What follows belongs to an exercise in optimizing a design on an open flow for small area, a short achievable clock period and few clock cycles per item; a production flow would make more cautious choices. In this exercise RTL edits were held to simulation tests only and were not proved equivalent to the original.

==> module fp_mul_sched, before the edit <==
module fp_mul_sched (
    input  logic           clk,
    input  logic           reset_n,
    input  logic [3:0]     req_valid,
    input  logic [127:0]   req_x,
    input  logic [127:0]   req_y,
    output logic [3:0]     req_ready,
    output logic           res_valid,
    input  logic           res_ready,
    output logic [1:0]     res_id,
    output logic [31:0]    res_data,
    output logic [4:0]     res_flags,
    output logic           busy
);
    localparam logic [1:0] SP_NONE = 2'd0, SP_ZERO = 2'd1, SP_NAN = 2'd2, SP_INF = 2'd3;
    logic [3:0][3:0] prio_q, prio_d;
    logic       v0_q, v1_q;       
    logic       ld1;              
    logic       hold0;            
    logic       en;               
    logic [3:0] first;            
    logic       gnt;
    assign ld1   = !v1_q || res_ready;
    assign hold0 = v0_q && !ld1;
    assign en    = !hold0;
    always_comb begin
        for (int i = 0; i < 4; i++) begin
            first[i] = req_valid[i] && !(|(req_valid & prio_q[i]));
        end
    end
    assign req_ready = first & {4{en}};
    assign gnt       = |req_ready;
    always_comb begin
        prio_d = prio_q;
        for (int g = 0; g < 4; g++) begin
            if (req_ready[g]) begin
                for (int i = 0; i < 4; i++) begin
                    for (int j = 0; j < 4; j++) begin
                        prio_d[i][j] = (j != i) && (((j - g + 3) % 4) < ((i - g + 3) % 4));
                    end
                end
            end
        end
    end
    always_ff @(posedge clk or negedge reset_n) begin
        if (!reset_n) begin
            for (int i = 0; i < 4; i++) begin
                for (int j = 0; j < 4; j++) begin
                    prio_q[i][j] <= (j < i);
                end
            end
            v0_q   <= 1'b0;
            v1_q   <= 1'b0;
        end else begin
            prio_q <= prio_d;
            v0_q   <= gnt || hold0;
            if (ld1) v1_q <= v0_q;
        end
    end
    logic [31:0] x, y;
    logic [22:0] xm0_q, ym0_q;
    logic [7:0]  xe0_q, ye0_q;
    logic [1:0]  id0_q;
    logic        sgn0_q;
    always_comb begin
        x = '0;
        y = '0;
        for (int i = 0; i < 4; i++) begin
            x = x | (req_x[32*i +: 32] & {32{req_ready[i]}});
            y = y | (req_y[32*i +: 32] & {32{req_ready[i]}});
        end
    end
    always_ff @(posedge clk) begin
        xm0_q  <= x[22:0] | (xm0_q & {23{hold0}});
        ym0_q  <= y[22:0] | (ym0_q & {23{hold0}});
        xe0_q  <= x[30:23] | (xe0_q & {8{hold0}});
        ye0_q  <= y[30:23] | (ye0_q & {8{hold0}});
        id0_q  <= {req_ready[3] | req_ready[2], req_ready[3] | req_ready[1]} | (id0_q & {2{hold0}});
        sgn0_q <= (x[31] ^ y[31]) | (sgn0_q & hold0);
    end
    logic [8:0] ec;               
    logic [8:0] es1;              
    logic [9:0] e0;
    logic       nan0, inf0, zero0;
    logic [1:0] sp0;
    assign ec[0] = 1'b1;
    for (genvar i = 0; i < 8; i++) begin : g_eadd
        assign es1[i]  = xe0_q[i] ^ ye0_q[i] ^ ec[i];
        assign ec[i+1] = (xe0_q[i] & ye0_q[i]) | (xe0_q[i] & ec[i]) | (ye0_q[i] & ec[i]);
    end
    assign es1[8] = ec[8];
    assign e0     = {es1[8:7] == 2'b00 ? 3'b111 : {1'b0, es1[8:7] - 2'd1}, es1[6:0]};
    assign zero0 = (xe0_q == 8'h00) || (ye0_q == 8'h00);
    assign nan0  = (xe0_q == 8'hFF && xm0_q != '0) || (ye0_q == 8'hFF && ym0_q != '0);
    assign inf0  = (xe0_q == 8'hFF) || (ye0_q == 8'hFF);
    assign sp0   = zero0 ? SP_ZERO : nan0 ? SP_NAN : inf0 ? SP_INF : SP_NONE;
    logic [12:0] row_s, row_c;
    logic [11:0] top;
    logic        c_lo, g_mid, p_mid;
    fp_mul_mult u_mult (
        .x_m   (xm0_q),
        .y_m   (ym0_q),
        .row_s (row_s),
        .row_c (row_c),
        .top   (top),
        .c_lo  (c_lo),
        .g_mid (g_mid),
        .p_mid (p_mid)
    );
    logic [12:0] s1_q, c1_q;      
    logic [11:0] top1_q;          
    logic        cin1_q, sgn1_q;
    logic [9:0]  e1_q;
    logic [1:0]  sp1_q, id1_q;
    always_ff @(posedge clk) begin
        if (ld1) begin
            s1_q    <= row_s;
            c1_q    <= row_c;
            top1_q  <= top;
            cin1_q  <= g_mid | (p_mid & c_lo);
            sgn1_q  <= sgn0_q;
            e1_q    <= e0;
            sp1_q   <= sp0;
            id1_q   <= id0_q;
        end
    end
    logic        cin;
    logic [14:0] sum;
    logic [24:0] p_hi;
    logic        norm;
    logic [7:0]  e_inc;
    logic        unf0, unf1, ovf0, ovf1, spec, inf_f, nan_f, zero_f;
    logic        n0, n1, pinf0, pinf1, unf, ovf;
    assign cin   = cin1_q;
    assign sum   = {1'b0, s1_q, 1'b1} + {1'b0, c1_q, cin};
    logic [11:0] top_inc;
    assign top_inc = top1_q + 12'd1;
    assign p_hi  = {sum[14] ? top_inc : top1_q, sum[13:1]};
    assign norm  = sum[14] ? top_inc[11] : top1_q[11];
    assign e_inc = e1_q[7:0] + 8'd1;
    assign unf0   = e1_q[9] || (e1_q == 10'd0);
    assign unf1   = e1_q[9];
    assign ovf0   = !e1_q[9] && (e1_q >= 10'd255);
    assign ovf1   = !e1_q[9] && (e1_q >= 10'd254);
    assign spec   = (sp1_q != SP_NONE);
    assign zero_f = (sp1_q == SP_ZERO);
    assign nan_f  = (sp1_q == SP_NAN);
    assign inf_f  = (sp1_q == SP_INF);
    assign n0     = !spec && !unf0 && !ovf0;
    assign n1     = !spec && !unf1 && !ovf1;
    assign pinf0  = nan_f || inf_f || (!spec && ovf0);
    assign pinf1  = nan_f || inf_f || (!spec && ovf1);
    assign unf    = !spec && (norm ? unf1 : unf0);
    assign ovf    = !spec && (norm ? ovf1 : ovf0);
    assign res_valid = v1_q;
    assign res_id    = id1_q;
    assign res_flags = {inf_f, nan_f, zero_f, ovf, unf};
    assign res_data  = norm ? {n1 & sgn1_q, n1 ? e_inc : {8{pinf1}}, p_hi[23:1] & {23{n1}}}
                            : {n0 & sgn1_q, n0 ? e1_q[7:0] : {8{pinf0}}, p_hi[22:0] & {23{n0}}};
    assign busy      = v0_q || v1_q;
endmodule
==> flow/config.mk <==
export PLATFORM = sky130hd
export DESIGN_NAME = fp_mul_sched_top
export DESIGN_NICKNAME = fp_mul_sched_top
export VERILOG_FILES = /design/flow/design.v
export SDC_FILE = /design/flow/constraint.sdc
export NUM_CORES = 4
export LEC_CHECK = 0
export ABC_AREA = 1
export CAP_MARGIN = 20
export CORE_MARGIN = 2
export CORE_UTILIZATION = 40
export CTS_BUF_LIST = sky130_fd_sc_hd__clkbuf_8
export SLEW_MARGIN = 20
==> flow/constraint.sdc <==
create_clock -name core_clock -period 10.5 [get_ports {clk}]
set_input_delay 2.1000 -clock core_clock [delete_from_list [all_inputs] [get_ports {clk}]]
set_output_delay 2.1000 -clock core_clock [all_outputs]
set_load 0.01 [all_outputs]
standard.sh (not shown) runs the stock make flow with config.mk's settings and CLKGATE_MAP_FILE= SYNTH_SCRIPT=/design/flow/synth_recipe.tcl, a recipe that flattens the netlist after the stock synthesis.
==> flow/flow/run.sh <==
#!/bin/bash
# Own layout flow: the standard synthesis, a full-adder polarity pass on its netlist
# (removes inverters between full adders; registers and ports untouched), then the ORFS
# layout with tighter timing repair and the smallest buffer on the ports.
# Each tool's output goes to a log file of its own in this folder.
set -euo pipefail
MARGIN=5.0
RES=orfs/results/sky130hd/fp_mul_sched_top/base
bash standard.sh synth > synth.log 2>&1
cp $RES/1_2_yosys.v 1_2_yosys.std.v
python3 flow/fapol.py 1_2_yosys.std.v $RES/1_2_yosys.v > fapol.log 2>&1
rm -f $RES/1_synth.odb $RES/1_synth.sdc
bash standard.sh "SETUP_SLACK_MARGIN=$MARGIN" \
    "BUFFER_PORTS_ARGS=-buffer_cell sky130_fd_sc_hd__buf_1" finish > layout.log 2>&1
Other scripts of this flow, unchanged in this note and not shown: flow/flow/fapol.py
The first run finished with timing, DRC and antenna clean.
Testbench counts at the start, summed over its fixed seeds: cycles 2,064, items 2,048.
Change:
--- a/flow/design.v
+++ b/flow/design.v
@@ -1017,43 +1017,42 @@
         end
     end
     logic [31:0] x, y;
     logic [22:0] xm0_q, ym0_q;
-    logic [7:0]  xe0_q, ye0_q;
     logic [1:0]  id0_q;
     logic        sgn0_q;
+    logic [8:0]  es0_q;           
     always_comb begin
         x = '0;
         y = '0;
         for (int i = 0; i < 4; i++) begin
             x = x | (req_x[32*i +: 32] & {32{req_ready[i]}});
             y = y | (req_y[32*i +: 32] & {32{req_ready[i]}});
         end
     end
+    logic       nz_d, xmax_d, ymax_d;
+    logic       nz0_q;            
+    logic       xmax0_q, ymax0_q;    
+    assign nz_d   = (x[30:23] != 8'h00) && (y[30:23] != 8'h00);
+    assign xmax_d = (x[30:23] == 8'hFF);
+    assign ymax_d = (y[30:23] == 8'hFF);
     always_ff @(posedge clk) begin
-        xm0_q  <= x[22:0] | (xm0_q & {23{hold0}});
-        ym0_q  <= y[22:0] | (ym0_q & {23{hold0}});
-        xe0_q  <= x[30:23] | (xe0_q & {8{hold0}});
-        ye0_q  <= y[30:23] | (ye0_q & {8{hold0}});
-        id0_q  <= {req_ready[3] | req_ready[2], req_ready[3] | req_ready[1]} | (id0_q & {2{hold0}});
-        sgn0_q <= (x[31] ^ y[31]) | (sgn0_q & hold0);
+        xm0_q   <= x[22:0] | (xm0_q & {23{hold0}});
+        ym0_q   <= y[22:0] | (ym0_q & {23{hold0}});
+        id0_q   <= {req_ready[3] | req_ready[2], req_ready[3] | req_ready[1]} | (id0_q & {2{hold0}});
+        sgn0_q  <= (x[31] ^ y[31]) | (sgn0_q & hold0);
+        es0_q   <= ({1'b0, x[30:23]} + {1'b0, y[30:23]}) | (es0_q & {9{hold0}});
+        nz0_q   <= nz_d | (nz0_q & hold0);
+        xmax0_q <= xmax_d | (xmax0_q & hold0);
+        ymax0_q <= ymax_d | (ymax0_q & hold0);
     end
-    logic [8:0] ec;               
-    logic [8:0] es1;              
     logic [9:0] e0;
-    logic       nan0, inf0, zero0;
+    logic       nan0, inf0;
     logic [1:0] sp0;
-    assign ec[0] = 1'b1;
-    for (genvar i = 0; i < 8; i++) begin : g_eadd
-        assign es1[i]  = xe0_q[i] ^ ye0_q[i] ^ ec[i];
-        assign ec[i+1] = (xe0_q[i] & ye0_q[i]) | (xe0_q[i] & ec[i]) | (ye0_q[i] & ec[i]);
-    end
-    assign es1[8] = ec[8];
-    assign e0     = {es1[8:7] == 2'b00 ? 3'b111 : {1'b0, es1[8:7] - 2'd1}, es1[6:0]};
-    assign zero0 = (xe0_q == 8'h00) || (ye0_q == 8'h00);
-    assign nan0  = (xe0_q == 8'hFF && xm0_q != '0) || (ye0_q == 8'hFF && ym0_q != '0);
-    assign inf0  = (xe0_q == 8'hFF) || (ye0_q == 8'hFF);
-    assign sp0   = zero0 ? SP_ZERO : nan0 ? SP_NAN : inf0 ? SP_INF : SP_NONE;
+    assign e0   = {1'b0, es0_q} - 10'd127;
+    assign nan0 = (xmax0_q && xm0_q != '0) || (ymax0_q && ym0_q != '0);
+    assign inf0 = xmax0_q || ymax0_q;
+    assign sp0  = !nz0_q ? SP_ZERO : nan0 ? SP_NAN : inf0 ? SP_INF : SP_NONE;
     logic [12:0] row_s, row_c;
     logic [11:0] top;
     logic        c_lo, g_mid, p_mid;
     fp_mul_mult u_mult (
@@ -1091,12 +1090,10 @@
     logic        unf0, unf1, ovf0, ovf1, spec, inf_f, nan_f, zero_f;
     logic        n0, n1, pinf0, pinf1, unf, ovf;
     assign cin   = cin1_q;
     assign sum   = {1'b0, s1_q, 1'b1} + {1'b0, c1_q, cin};
-    logic [11:0] top_inc;
-    assign top_inc = top1_q + 12'd1;
-    assign p_hi  = {sum[14] ? top_inc : top1_q, sum[13:1]};
-    assign norm  = sum[14] ? top_inc[11] : top1_q[11];
+    assign p_hi  = {top1_q + {11'd0, sum[14]}, sum[13:1]};
+    assign norm  = p_hi[24];
     assign e_inc = e1_q[7:0] + 8'd1;
     assign unf0   = e1_q[9] || (e1_q == 10'd0);
     assign unf1   = e1_q[9];
     assign ovf0   = !e1_q[9] && (e1_q >= 10'd255);
After rerunning: Synthesized area goes down by 0.61%; design area increases by 1.1%; global-route usage came out lower by 2.2 points; clock-buffer cell count drops by 3; maximum frequency decreases by 0.73%; worst setup slack loses 0.040 ns; register-to-register slack gains 0.098 ns; non-clock buffer count climbs by 13; flip-flop and latch count goes down by 4; via count drops by 2.9%; clock skew rises by 0.018 ns; synthesized cell count is lower by 3.6%; final cell count is lower by 2.0%; die area went down by 0.60%.
Testbench counts after the change, summed over its fixed seeds: cycles 2,064, items 2,048.

-- static timing again, ports no longer ideal --
The results above use ideal ports. As a check the final layouts listed here were re-extracted and re-timed, cells and wires unchanged.
Step 1, drivers: a clkbuf_16 drives clk and a buf_2 each remaining input, both assumed.
Step 2 moves the port delays by t, midway between the first and last clock arrival at a register: inputs arrive t later, outputs are due t later. That takes back most of the time a late clock gives input paths.
Three values: no drivers, after step 1, after step 2; two values: the first two.
| run | t (ns) | setup WS [ns] | worst setup path after step 2 | latest minus earliest clock arrival (ns) | worst register clock-pin slew, ns |
|---|---|---|---|---|---|
| the first run | 0.504 | 5.122 / 5.122 / 5.122 | register to register | 0.014 / 0.013 | 0.09 / 0.09 |
| the second run | 0.548 | 5.083 / 5.034 / 5.082 | input to output | 0.033 / 0.032 | 0.12 / 0.12 |
After both steps every run listed still meets setup and hold. The setup slack of the second run, which loses most, moves by -0.049 ns with the drivers and by -0.001 ns with both steps.
